Background: an optimization exercise with open tools, aiming at small area. Do not read the settings as production practice. Only simulation tests tie the RTL to the original design; equivalence was not proved. No activity file was given, so power comes from the tool's default toggle rates.

// register_file
module register_file (
    input  logic               clk,
    input  logic               rst,
    input  mips_pkg::word_t    din,
    input  logic               writeBack,
    input  mips_pkg::reg_idx_t rd,
    input  mips_pkg::reg_idx_t rs,
    input  mips_pkg::reg_idx_t rt,
    output mips_pkg::word_t    regA,
    output mips_pkg::word_t    regB
);
For scale: about 3,400 cells after synthesis.
export LEC_CHECK = 0
export CAP_MARGIN = 20
export CORE_MARGIN = 2
export CORE_UTILIZATION = 55
export PLACE_DENSITY = 0.65
export SETUP_SLACK_MARGIN = 0.3
export SLEW_MARGIN = 20
export SYNTH_HIERARCHICAL = 1
create_clock -name core_clock -period 6.5 [get_ports {clk}]
standard.sh (not shown) runs the stock make flow with config.mk's settings and CLKGATE_MAP_FILE= SYNTH_SCRIPT=/design/flow/synth_recipe.tcl, a recipe that flattens the netlist after the stock synthesis.
==> flow/flow/run.sh <==
#!/bin/bash
# The standard layout (standard.sh, unchanged synthesis and steps), with changes
# passed to ORFS through its own variables:
#  - port buffers use buf_2 instead of the buffer buffer_ports picks itself;
#  - clock tree synthesis inserts no dummy loads and clusters sinks into
#    larger groups driven by clkbuf_8;
#  - before global placement, flow/downsize.tcl starts the logic gates that
#    synthesis sized up at drive strength 1 (placement's repair still resizes
#    and buffers them, and repair_timing sizes critical ones back up).
# The run's full output goes to standard_flow.log in the work folder; ORFS keeps
# each tool's own log under orfs/logs/ (the sizing step's in 3_3_place_gp.log).
set -euo pipefail
export BUFFER_PORTS_ARGS="-buffer_cell sky130_fd_sc_hd__buf_2"
export CTS_ARGS="-sink_clustering_enable -repair_clock_nets -dont_use_dummy_load -sink_clustering_size 16 -sink_clustering_max_diameter 60 -buf_list sky130_fd_sc_hd__clkbuf_8"
export PRE_GLOBAL_PLACE_TCL="$(pwd)/flow/downsize.tcl"
bash standard.sh > standard_flow.log 2>&1
==> flow/flow/downsize.tcl <==
set n 0
foreach inst [[ord::get_db_block] getInsts] {
  set m [[$inst getMaster] getName]
  if {[regexp {^sky130_fd_sc_hd__((nor|nand|or|and|a|o)[0-9a-z]*)_(2|4)$} $m -> base]} {
    set to sky130_fd_sc_hd__${base}_1
    if {[llength [get_lib_cells $to]] == 0} continue
    replace_cell [get_cells [$inst getName]] $to
    incr n
  }
}
puts "downsize.tcl: resized $n instances to drive strength 1"
The starting point finished clean.
Edit:
Settings changed: SETUP_SLACK_MARGIN 0.3 to 0.2.
Outcome: Clock power went up by about 1%. Die area is unchanged. Sequential share of layout area is about the same. Hold slack got worse by 68 ps. Wire length went down by 0.67%. Worst setup slack improved by 40 ps. Power went up by 0.37%. Register-to-register slack got worse by 410 ps.
Edit:
--- a/flow/flow/run.sh
+++ b/flow/flow/run.sh
@@ -14 +14 @@
-export CTS_ARGS="-sink_clustering_enable -repair_clock_nets -dont_use_dummy_load -sink_clustering_size 16 -sink_clustering_max_diameter 60 -buf_list sky130_fd_sc_hd__clkbuf_8"
+export CTS_ARGS="-sink_clustering_enable -repair_clock_nets -dont_use_dummy_load -sink_clustering_size 14 -sink_clustering_max_diameter 60 -buf_list sky130_fd_sc_hd__clkbuf_8"
Settings changed: SETUP_SLACK_MARGIN 0.2 to 0.3.
Routed wire length is higher by 0.90%.
Non-clock buffer count is higher by 4.
Register-to-register slack is better by 350 ps.
Sequential power barely changes.
Total power is higher by 0.66%.
Utilization is higher by 0.10 points.
Maximum frequency is higher by 0.44%.
Die area does not change.
Via count is higher by 0.60%.
Hold slack is better by 64 ps.
Clock power is higher by about 3%.

========
red:
Another version of the RTL of register_file (not shown whole).
Size in the first run: about 3400 cells after synthesis, roughly 0.039 mm^2 of cells after synthesis.
==> flow/design.v (excerpt) <==
module register_file (
    input  logic               clk,
    input  logic               rst,
    input  mips_pkg::word_t    din,
    input  logic               writeBack,
    input  mips_pkg::reg_idx_t rd,
    input  mips_pkg::reg_idx_t rs,
    input  mips_pkg::reg_idx_t rt,
    output mips_pkg::word_t    regA,
    output mips_pkg::word_t    regB
);
export LEC_CHECK = 0
export CAP_MARGIN = 10
export CORE_MARGIN = 2
export CORE_UTILIZATION = 55
export PLACE_DENSITY = 0.65
export SLEW_MARGIN = 10
export SYNTH_HIERARCHICAL = 1
create_clock -name core_clock -period 6.5 [get_ports {clk}]
run.sh (not shown) runs the stock make flow with config.mk's settings and CLKGATE_MAP_FILE= SYNTH_SCRIPT=/design/flow/synth_recipe.tcl, a recipe that flattens the netlist after the stock synthesis.
Stock flow here: none of the scripts above is used.
STATUS run=red STAGES=ALL_DONE FINAL_CHECKS=FAILED CAUSE=negative setup slack
### red -> blue
==> flow/flow/run.sh (new file) <==
#!/bin/bash
# The standard layout (standard.sh, unchanged synthesis and steps), with changes
# passed to ORFS through its own variables:
#  - port buffers use buf_2 instead of the buffer buffer_ports picks itself;
#  - clock tree synthesis inserts no dummy loads and clusters sinks into
#    larger groups driven by clkbuf_8;
#  - after global routing, ORFS's power recovery (repair_timing -recover_power)
#    downsizes gates on paths with positive slack.
# The run's full output goes to standard_flow.log in the work folder; ORFS keeps
# each tool's own log under orfs/logs/.
set -euo pipefail
export BUFFER_PORTS_ARGS="-buffer_cell sky130_fd_sc_hd__buf_2"
export CTS_ARGS="-sink_clustering_enable -repair_clock_nets -dont_use_dummy_load -sink_clustering_size 16 -sink_clustering_max_diameter 60 -buf_list sky130_fd_sc_hd__clkbuf_8"
export RECOVER_POWER=100
bash standard.sh > standard_flow.log 2>&1
==> flow/standard.sh (new file) <==
#!/bin/bash
# synth_recipe.tcl (not shown) runs the flow's synth.tcl, then flattens the netlist and writes it again
# the make line also repeats each setting of config.mk as NAME=value (left out here)
make -C /OpenROAD-flow-scripts/flow DESIGN_CONFIG=/design/flow/config.mk WORK_HOME=/design/flow/orfs CLKGATE_MAP_FILE= SYNTH_SCRIPT=/design/flow/synth_recipe.tcl "${@:-finish}"
removed: flow/run.sh
## What came out
Final cell area: blue below red
blue -> stages 100% | layout checks FAIL | max-capacitance violations, max-slew violations
Summary: reported leakage power, blue better than red
Comparing red and blue, the lower data arrival time at the worst-slack endpoint is on blue.
Total length of routed met3 wires in blue is 15% lower than in red
Post-placement worst setup slack: blue > red
### blue -> green
- SETUP_SLACK_MARGIN now 0.3, previously not set
==> flow/flow/run.sh <==
#!/bin/bash
# The standard layout (standard.sh, unchanged synthesis and steps), with changes
# passed to ORFS through its own variables:
#  - port buffers use buf_2 instead of the buffer buffer_ports picks itself;
#  - clock tree synthesis inserts no dummy loads and clusters sinks into
#    larger groups driven by clkbuf_8;
#  - before global placement, flow/downsize.tcl starts the logic gates that
#    synthesis sized up at drive strength 1 (placement's repair still resizes
#    and buffers them, and repair_timing sizes critical ones back up).
# The run's full output goes to standard_flow.log in the work folder; ORFS keeps
# each tool's own log under orfs/logs/ (the sizing step's in 3_3_place_gp.log).
set -euo pipefail
export BUFFER_PORTS_ARGS="-buffer_cell sky130_fd_sc_hd__buf_2"
export CTS_ARGS="-sink_clustering_enable -repair_clock_nets -dont_use_dummy_load -sink_clustering_size 14 -sink_clustering_max_diameter 60 -buf_list sky130_fd_sc_hd__clkbuf_8"
export PRE_GLOBAL_PLACE_TCL="$(pwd)/flow/downsize.tcl"
bash standard.sh > standard_flow.log 2>&1
==> flow/flow/downsize.tcl (new file) <==
set n 0
foreach inst [[ord::get_db_block] getInsts] {
  set m [[$inst getMaster] getName]
  if {[regexp {^sky130_fd_sc_hd__((nor|nand|or|and|a|o)[0-9a-z]*)_(2|4)$} $m -> base]} {
    set to sky130_fd_sc_hd__${base}_1
    if {[llength [get_lib_cells $to]] == 0} continue
    replace_cell [get_cells [$inst getName]] $to
    incr n
  }
}
puts "downsize.tcl: resized $n instances to drive strength 1"
Notes after the runs:
Out of green and blue, the only run to close with the timing, design-rule and antenna checks passing was green. blue -> stages 100% | layout checks FAIL | max-capacitance violations, max-slew violations. [compare] base=blue new=green: global routing usage summed across all routing layers picked up an extra 2.4 points; first-iteration detailed-routing DRC count rose 304; final cell count now sits at about the same level; via count rose by 655. The critical path endpoint comes out regA[16] in one run and regB[11] in the other, namely in green and blue respectively. The final cell area excluding filler cells of green and that of blue are within noise of each other. The run with more setup slack is green; blue has less. Going from blue to green, fraction of layout cells with a size suffix above 1 went up 1.7 points, reg2reg setup slack has increased, wire length per cell increased 5.1%. Ratio of final minimum period to clock period for green: 4.1 points down relative to blue. Status: register area parity (green, blue).

========
Starting RTL as in the previous note.
==> flow/config.mk <==
export PLATFORM = sky130hd
export DESIGN_NAME = register_file
export DESIGN_NICKNAME = register_file
export VERILOG_FILES = /design/flow/design.v
export SDC_FILE = /design/flow/constraint.sdc
export NUM_CORES = 4
export LEC_CHECK = 0
export CAP_MARGIN = 10
export CORE_MARGIN = 2
export CORE_UTILIZATION = 55
export PLACE_DENSITY = 0.65
export SLEW_MARGIN = 10
export SYNTH_HIERARCHICAL = 1
==> flow/constraint.sdc <==
create_clock -name core_clock -period 6.5 [get_ports {clk}]
set_input_delay 1.3000 -clock core_clock [delete_from_list [all_inputs] [get_ports {clk}]]
set_output_delay 1.3000 -clock core_clock [all_outputs]
set_load 0.01 [all_outputs]
standard.sh (not shown) runs the stock make flow with config.mk's settings and CLKGATE_MAP_FILE= SYNTH_SCRIPT=/design/flow/synth_recipe.tcl, a recipe that flattens the netlist after the stock synthesis.
==> flow/flow/run.sh <==
#!/bin/bash
# The standard layout (standard.sh, unchanged synthesis and steps), with changes
# passed to ORFS through its own variables:
#  - port buffers use buf_2 instead of the buffer buffer_ports picks itself;
#  - clock tree synthesis inserts no dummy loads and clusters sinks into
#    larger groups driven by clkbuf_8.
# The run's full output goes to standard_flow.log in the work folder; ORFS keeps
# each tool's own log under orfs/logs/.
set -euo pipefail
export BUFFER_PORTS_ARGS="-buffer_cell sky130_fd_sc_hd__buf_2"
export CTS_ARGS="-sink_clustering_enable -repair_clock_nets -dont_use_dummy_load -sink_clustering_size 14 -sink_clustering_max_diameter 60 -buf_list sky130_fd_sc_hd__clkbuf_8"
bash standard.sh > standard_flow.log 2>&1
The baseline passed the timing, design-rule and antenna checks.
Change:
--- a/flow/flow/run.sh
+++ b/flow/flow/run.sh
@@ -5,5 +5,7 @@
 #  - clock tree synthesis inserts no dummy loads and clusters sinks into
-#    larger groups driven by clkbuf_8.
+#    larger groups driven by clkbuf_8;
+#  - before global placement, flow/downsize.tcl starts two gate types that
+#    synthesis sized up at drive strength 1 (placement's repair still resizes).
 # The run's full output goes to standard_flow.log in the work folder; ORFS keeps
-# each tool's own log under orfs/logs/.
+# each tool's own log under orfs/logs/ (the sizing step's in 3_3_place_gp.log).
 set -euo pipefail
@@ -11,2 +13,3 @@
 export CTS_ARGS="-sink_clustering_enable -repair_clock_nets -dont_use_dummy_load -sink_clustering_size 14 -sink_clustering_max_diameter 60 -buf_list sky130_fd_sc_hd__clkbuf_8"
+export PRE_GLOBAL_PLACE_TCL="$(pwd)/flow/downsize.tcl"
 bash standard.sh > standard_flow.log 2>&1
==> flow/flow/downsize.tcl (new file) <==
# Sizing step before global placement: synthesis maps the last two-pair AOI of
# each read bit to a22oi_2 and the write-data XORs to xor2_2 for the load it
# assumes at a module port; start them at drive strength 1 instead. Placement's
# own repair_design and repair_timing still resize or buffer any of them that
# need it.
set n 0
foreach inst [[ord::get_db_block] getInsts] {
  set m [[$inst getMaster] getName]
  if {$m eq "sky130_fd_sc_hd__a22oi_2"} {
    replace_cell [get_cells [$inst getName]] sky130_fd_sc_hd__a22oi_1
    incr n
  } elseif {$m eq "sky130_fd_sc_hd__xor2_2"} {
    replace_cell [get_cells [$inst getName]] sky130_fd_sc_hd__xor2_1
    incr n
  }
}
puts "downsize.tcl: resized $n instances to drive strength 1"
This time the run finished but failed the layout checks on capacitance limit, slew limit.
Clock skew grows by 0.023 ns.
Sequential share of layout area grows by 0.32 points.
Synthesized cell count stays the same.
Global-route usage grows by 0.55 points.
Setup slack degrades by 0.23 ns.
Clock power stays flat.
Combinational power hardly moves.
Wire length grows by about 1%.
Fmax shrinks by about 3.6%.
Change:
==> flow/flow/run.sh (replaced) <==
#!/bin/bash
# The standard layout (standard.sh, unchanged synthesis and steps), with two
# changes passed to ORFS through its own variables:
#  - port buffers use buf_2 instead of the buffer buffer_ports picks itself;
#  - clock tree synthesis inserts no dummy loads.
# Each run's full output goes to a log file in the work folder; ORFS keeps each
# tool's own log under orfs/logs/.
set -euo pipefail
export BUFFER_PORTS_ARGS="-buffer_cell sky130_fd_sc_hd__buf_2"
export CTS_ARGS="-sink_clustering_enable -repair_clock_nets -dont_use_dummy_load"
bash standard.sh > standard_flow.log 2>&1
removed: flow/flow/downsize.tcl
Result: The new run completed with no timing, DRC or antenna violations; core utilization climbs by 2.4 points; via count increases by 0.49%; routed wire length went down by 0.62%; maximum frequency is higher by 4.7%; critical path depth fell by 1; non-clock buffer count came out higher by 2; cell count rises by 0.32%; worst hold slack is about the same; setup slack improves by 0.29 ns; sequential power went up by about 0.5%; register-to-register slack is better by 0.36 ns.
Change:
==> flow/flow/run.sh (replaced) <==
#!/bin/bash
# The standard layout (standard.sh, unchanged synthesis and steps), with changes
# passed to ORFS through its own variables:
#  - port buffers use buf_2 instead of the buffer buffer_ports picks itself;
#  - clock tree synthesis inserts no dummy loads and clusters sinks into
#    larger groups driven by clkbuf_8;
#  - before global placement, flow/downsize.tcl starts the logic gates that
#    synthesis sized up at drive strength 1 (placement's repair still resizes
#    and buffers them, and repair_timing sizes critical ones back up).
# The run's full output goes to standard_flow.log in the work folder; ORFS keeps
# each tool's own log under orfs/logs/ (the sizing step's in 3_3_place_gp.log).
set -euo pipefail
export BUFFER_PORTS_ARGS="-buffer_cell sky130_fd_sc_hd__buf_2"
export CTS_ARGS="-sink_clustering_enable -repair_clock_nets -dont_use_dummy_load -sink_clustering_size 16 -sink_clustering_max_diameter 60 -buf_list sky130_fd_sc_hd__clkbuf_8"
export PRE_GLOBAL_PLACE_TCL="$(pwd)/flow/downsize.tcl"
bash standard.sh > standard_flow.log 2>&1
==> flow/flow/downsize.tcl (new file) <==
set n 0
foreach inst [[ord::get_db_block] getInsts] {
  set m [[$inst getMaster] getName]
  if {[regexp {^sky130_fd_sc_hd__((nor|nand|or|and|a|o)[0-9a-z]*)_(2|4)$} $m -> base]} {
    set to sky130_fd_sc_hd__${base}_1
    if {[llength [get_lib_cells $to]] == 0} continue
    replace_cell [get_cells [$inst getName]] $to
    incr n
  }
}
puts "downsize.tcl: resized $n instances to drive strength 1"
Settings changed: SETUP_SLACK_MARGIN set to 0.3.
Register-to-register slack improves by 0.10 ns.
Via count barely changes.
Setup slack gains 0.029 ns.
Sequential cell count does not change.

separate check: timing with driven ports:
In the flow no input, the clock included, has a driving cell. The finished layouts below were timed again as built, in two steps.
Step 1 (the two cells are an assumption about what drives the block):
set clk [get_ports {clk}]
set_driving_cell -lib_cell sky130_fd_sc_hd__clkbuf_16 $clk
set_driving_cell -lib_cell sky130_fd_sc_hd__buf_2 [delete_from_list [all_inputs] $clk]
Step 2 times the ports against the registers' clock, not the clock port: input delays grow and output delays shrink by t, the midpoint of the rising clock arrivals with the driver on.
a / b / c = ideal ports / drivers / drivers and shift; a / b = the first two.
run	t (ns)	slack for setup (ns)	worst register clock-pin slew, ns
the first run of note 1	0.787	0.209 / 0.180 / 0.180	0.11 / 0.11
the second run of note 1	0.794	0.249 / 0.216 / 0.216	0.11 / 0.11
the third run of note 1	0.782	0.276 / 0.238 / 0.238	0.10 / 0.10
red	0.735	-0.111 / -0.134 / -0.134	0.07 / 0.07
blue	0.787	0.091 / 0.008 / -0.698	0.11 / 0.11
green	0.769	0.358 / 0.248 / 0.248	0.10 / 0.10
the first run of note 3	0.788	0.336 / 0.216 / 0.216	0.11 / 0.11
the second run of note 3	0.764	0.107 / -0.041 / -0.041	0.10 / 0.10
the third run of note 3	0.722	0.393 / 0.276 / 0.276	0.07 / 0.07
the fourth run of note 3	0.770	0.422 / 0.331 / 0.331	0.11 / 0.11
For blue, which loses most, drivers alone change the setup slack by -0.083 ns; drivers and shift together by -0.789 ns.
